This design comes from an exercise in tuning for small area on the open sky130 flow, not from production work. At most, simulation tests tie the RTL to the original design; equivalence was not proved. Power is estimated from default activity; no workload was simulated.

before:
Design layer_top, start of the top module:
module layer_top (
   input  logic             clk,
   input  logic             reset,
   input  logic             s_valid,
   input  logic             m_ready,
   input  layer_pkg::data_t data_in,
   output logic             s_ready,
   output logic             m_valid,
   output layer_pkg::data_t data_out
);
For scale: ~1200 cells after synthesis, about 38 I/O pins, ~0.0099 mm2 of cells after synthesis.
export LEC_CHECK = 0
export CAP_MARGIN = 20
export CORE_MARGIN = 2
export CORE_UTILIZATION = 40
export SLEW_MARGIN = 20
create_clock -name core_clock -period 7.0 [get_ports {clk}]
standard.sh (not shown) runs the stock make flow with config.mk's settings and CLKGATE_MAP_FILE= SYNTH_SCRIPT=/design/flow/synth_recipe.tcl, a recipe that flattens the netlist after the stock synthesis.
==> flow/flow/run.sh <==
#!/bin/bash
# The standard synthesis, then its combinational logic mapped again by
# ABC with an area-oriented script (flow/abc_resyn.script): the standard
# synthesis's registers and full-adder cells stay exactly as they are, with their
# names; full adders may work on complemented signals (flow/fa_polarity.py).
# Then the standard layout of that netlist, with extra ORFS make
# variables from flow/make_vars (one per line).
# Logs: flow_synth.log and flow_make.log (make's output), flow_fa_polarity.log,
# flow_resyn.log and flow_resyn_check.log (Yosys); each ORFS step also keeps its own log under orfs/logs.
set -euo pipefail
args=()
while IFS= read -r line; do
   [[ -z "$line" || "$line" == \#* ]] && continue
   args+=("$line")
done < flow/make_vars

bash standard.sh "${args[@]}" synth > flow_synth.log 2>&1

RES=orfs/results/$FLOW_PLATFORM/layer_top/base
LIB=$FLOW_HOME/platforms/$FLOW_PLATFORM/lib/sky130_fd_sc_hd__tt_025C_1v80.lib
YOSYS=$FLOW_HOME/../tools/install/yosys/bin/yosys
DONT_USE=$(grep -o 'sky130_fd_sc_hd__[a-z0-9_]*' $FLOW_HOME/platforms/$FLOW_PLATFORM/config.mk | sort -u | sed 's/^/-dont_use /' | tr '\n' ' ')
cp $RES/1_2_yosys.v 1_2_yosys_standard.v
# Full adders on complemented signals where that saves inverters
python3 flow/fa_polarity.py 1_2_yosys_standard.v 1_2_yosys_fapol.v > flow_fa_polarity.log 2>&1
cat > resyn.ys <<EOT
read_liberty -ignore_miss_func $LIB
read_verilog 1_2_yosys_fapol.v
hierarchy -top $FLOW_TOP
blackbox sky130_fd_sc_hd__dfxtp_1 sky130_fd_sc_hd__edfxtp_1 sky130_fd_sc_hd__fa_1 sky130_fd_sc_hd__conb_1
tee -o resyn_stat_before.txt stat -liberty $LIB
flatten
opt -purge
abc -script $PWD/flow/abc_resyn.script -liberty $LIB $DONT_USE -constr $PWD/orfs/objects/$FLOW_PLATFORM/layer_top/base/abc.constr
splitnets
opt_clean -purge
hilomap -singleton -hicell sky130_fd_sc_hd__conb_1 HI -locell sky130_fd_sc_hd__conb_1 LO
insbuf -buf sky130_fd_sc_hd__buf_4 A X
tee -o resyn_stat_after.txt stat -liberty $LIB
write_verilog -noattr -nohex -nodec 1_2_yosys_resyn.v
EOT
$YOSYS -s resyn.ys > flow_resyn.log 2>&1
# The new netlist must be fully mapped and hold the same registers
cat > resyn_check.ys <<EOT
read_liberty -lib $LIB
read_verilog 1_2_yosys_resyn.v
hierarchy -check -top $FLOW_TOP
check -assert -mapped
EOT
$YOSYS -s resyn_check.ys > flow_resyn_check.log 2>&1
regs() { grep -oE 'sky130_fd_sc_hd__e?dfxtp_[0-9]+ +\\?[^ ]+' "$1" | sort; }
if ! diff <(regs 1_2_yosys_standard.v) <(regs 1_2_yosys_resyn.v) > flow_resyn_regs.diff; then
   echo "registers differ from the standard synthesis" >&2
   exit 1
fi
cp 1_2_yosys_resyn.v $RES/1_2_yosys.v
rm -f $RES/1_synth.odb
bash standard.sh "${args[@]}" finish > flow_make.log 2>&1
Other scripts of this flow, unchanged in this note and not shown: flow/flow/abc_resyn.script, flow/flow/fa_polarity.py, flow/flow/make_vars
Input-level comparison between after and before:
--- a/flow/design.v
+++ b/flow/design.v
@@ -507,52 +507,52 @@
    assign cy_out[6] = (op_a[5] & op_b[5]) | (op_a[5] & cy[5]) | (op_b[5] & cy[5]);
    assign cy[6] = run & acc_cy[6];
    assign sum[6] = op_a[6] ^ op_b[6] ^ cy[6];
    assign cy[7] = (op_a[6] & op_b[6]) | (op_a[6] & cy[6]) | (op_b[6] & cy[6]);
    assign sum[7] = op_a[7] ^ op_b[7] ^ cy[7];
    assign cy[8] = (op_a[7] & op_b[7]) | (op_a[7] & cy[7]) | (op_b[7] & cy[7]);
    assign sum[8] = op_a[8] ^ op_b[8] ^ cy[8];
    assign cy[9] = (op_a[8] & op_b[8]) | (op_a[8] & cy[8]) | (op_b[8] & cy[8]);
    assign sum[9] = op_a[9] ^ op_b[9] ^ cy[9];
-   assign cy_out[10] = (op_a[9] & op_b[9]) | (op_a[9] & cy[9]) | (op_b[9] & cy[9]);
-   assign cy[10] = run & acc_cy[10];
+   assign cy[10] = (op_a[9] & op_b[9]) | (op_a[9] & cy[9]) | (op_b[9] & cy[9]);
    assign sum[10] = op_a[10] ^ op_b[10] ^ cy[10];
-   assign cy[11] = (op_a[10] & op_b[10]) | (op_a[10] & cy[10]) | (op_b[10] & cy[10]);
+   assign cy_out[11] = (op_a[10] & op_b[10]) | (op_a[10] & cy[10]) | (op_b[10] & cy[10]);
+   assign cy[11] = run & acc_cy[11];
    assign sum[11] = op_a[11] ^ op_b[11] ^ cy[11];
    assign cy[12] = (op_a[11] & op_b[11]) | (op_a[11] & cy[11]) | (op_b[11] & cy[11]);
    assign sum[12] = op_a[12] ^ op_b[12] ^ cy[12];
    assign cy[13] = (op_a[12] & op_b[12]) | (op_a[12] & cy[12]) | (op_b[12] & cy[12]);
    assign sum[13] = op_a[13] ^ op_b[13] ^ cy[13];
-   assign cy_out[14] = (op_a[13] & op_b[13]) | (op_a[13] & cy[13]) | (op_b[13] & cy[13]);
-   assign cy[14] = run & acc_cy[14];
+   assign cy[14] = (op_a[13] & op_b[13]) | (op_a[13] & cy[13]) | (op_b[13] & cy[13]);
    assign sum[14] = op_a[14] ^ op_b[14] ^ cy[14];
    assign cy[15] = (op_a[14] & op_b[14]) | (op_a[14] & cy[14]) | (op_b[14] & cy[14]);
    assign sum[15] = op_a[15] ^ op_b[15] ^ cy[15];
    assign cy_out[0] = 1'b0;
    assign cy_out[1] = 1'b0;
    assign cy_out[2] = 1'b0;
    assign cy_out[3] = 1'b0;
    assign cy_out[4] = 1'b0;
    assign cy_out[5] = 1'b0;
    assign cy_out[7] = 1'b0;
    assign cy_out[8] = 1'b0;
    assign cy_out[9] = 1'b0;
-   assign cy_out[11] = 1'b0;
+   assign cy_out[10] = 1'b0;
    assign cy_out[12] = 1'b0;
    assign cy_out[13] = 1'b0;
+   assign cy_out[14] = 1'b0;
    assign cy_out[15] = 1'b0;
    logic [15:0] cy_q;    
    always_ff @(posedge clk)
       if (en) begin
          acc  <= sum;
-         cy_q <= cy_out & 16'h4440;
+         cy_q <= cy_out & 16'h0840;
       end
-   assign acc_cy = cy_q & 16'h4440;
+   assign acc_cy = cy_q & 16'h0840;
 endmodule
 module mac_array (
    input  logic                 clk,
    input  logic                 vec_wr_en,
    input  logic                 x_bypass,
    input  layer_pkg::data_t     data_in,
    input  layer_pkg::vec_addr_t pos,
    input  logic                 run,
    input  logic                 en,
==> comparison <==
after: full flow OK, the timing, design-rule and antenna checks passed
Diff before and after: global routing usage on met1 lower in after
In terms of clock buffer and inverter area fraction after layout, after and before differ only marginally.
Going from before to after, number of iterations in the first detailed-routing pass grows by 3.
STATUS first-iteration DRC count: after wins against before
Between after and before, the insertion delay of the later-clocked pin in the worst-skew pair figures differ only marginally.
Switching share of power (after over before): increase, 0.23 points
No functional check of the RTL was part of after.

==> separate check: timing with driven ports <==
In the flow no input, the clock included, has a driving cell. The finished layouts below were timed again as built, in two steps.
Step 1, drivers: a clkbuf_16 drives clk and a buf_2 each remaining input, both assumed.
Step 2 adds t to the input delays and takes it off the output delays; t is the mean of the earliest and latest rising clock arrival at the registers after step 1. Input paths then give back, and output paths get back, about the clock's delay inside the block.
Three values: ideal, step 1, step 2; two values: the first two.
| run | t, ns | slack for setup (ns) | hold WS [ns] | cell pins on the clock port's net |
|---|---|---|---|---|
| before | 0.487 | 0.444 / 0.444 / 0.444 | 0.307 / 0.307 / 0.307 | 1 |
| after | 0.486 | 0.375 / 0.375 / -0.022 | 0.303 / 0.303 / 0.303 | 1 |
Met with ideal ports but missed after step 2: setup timing in after. For after, which loses most, drivers alone change the setup slack by 0.000 ns; drivers and shift together by -0.397 ns.
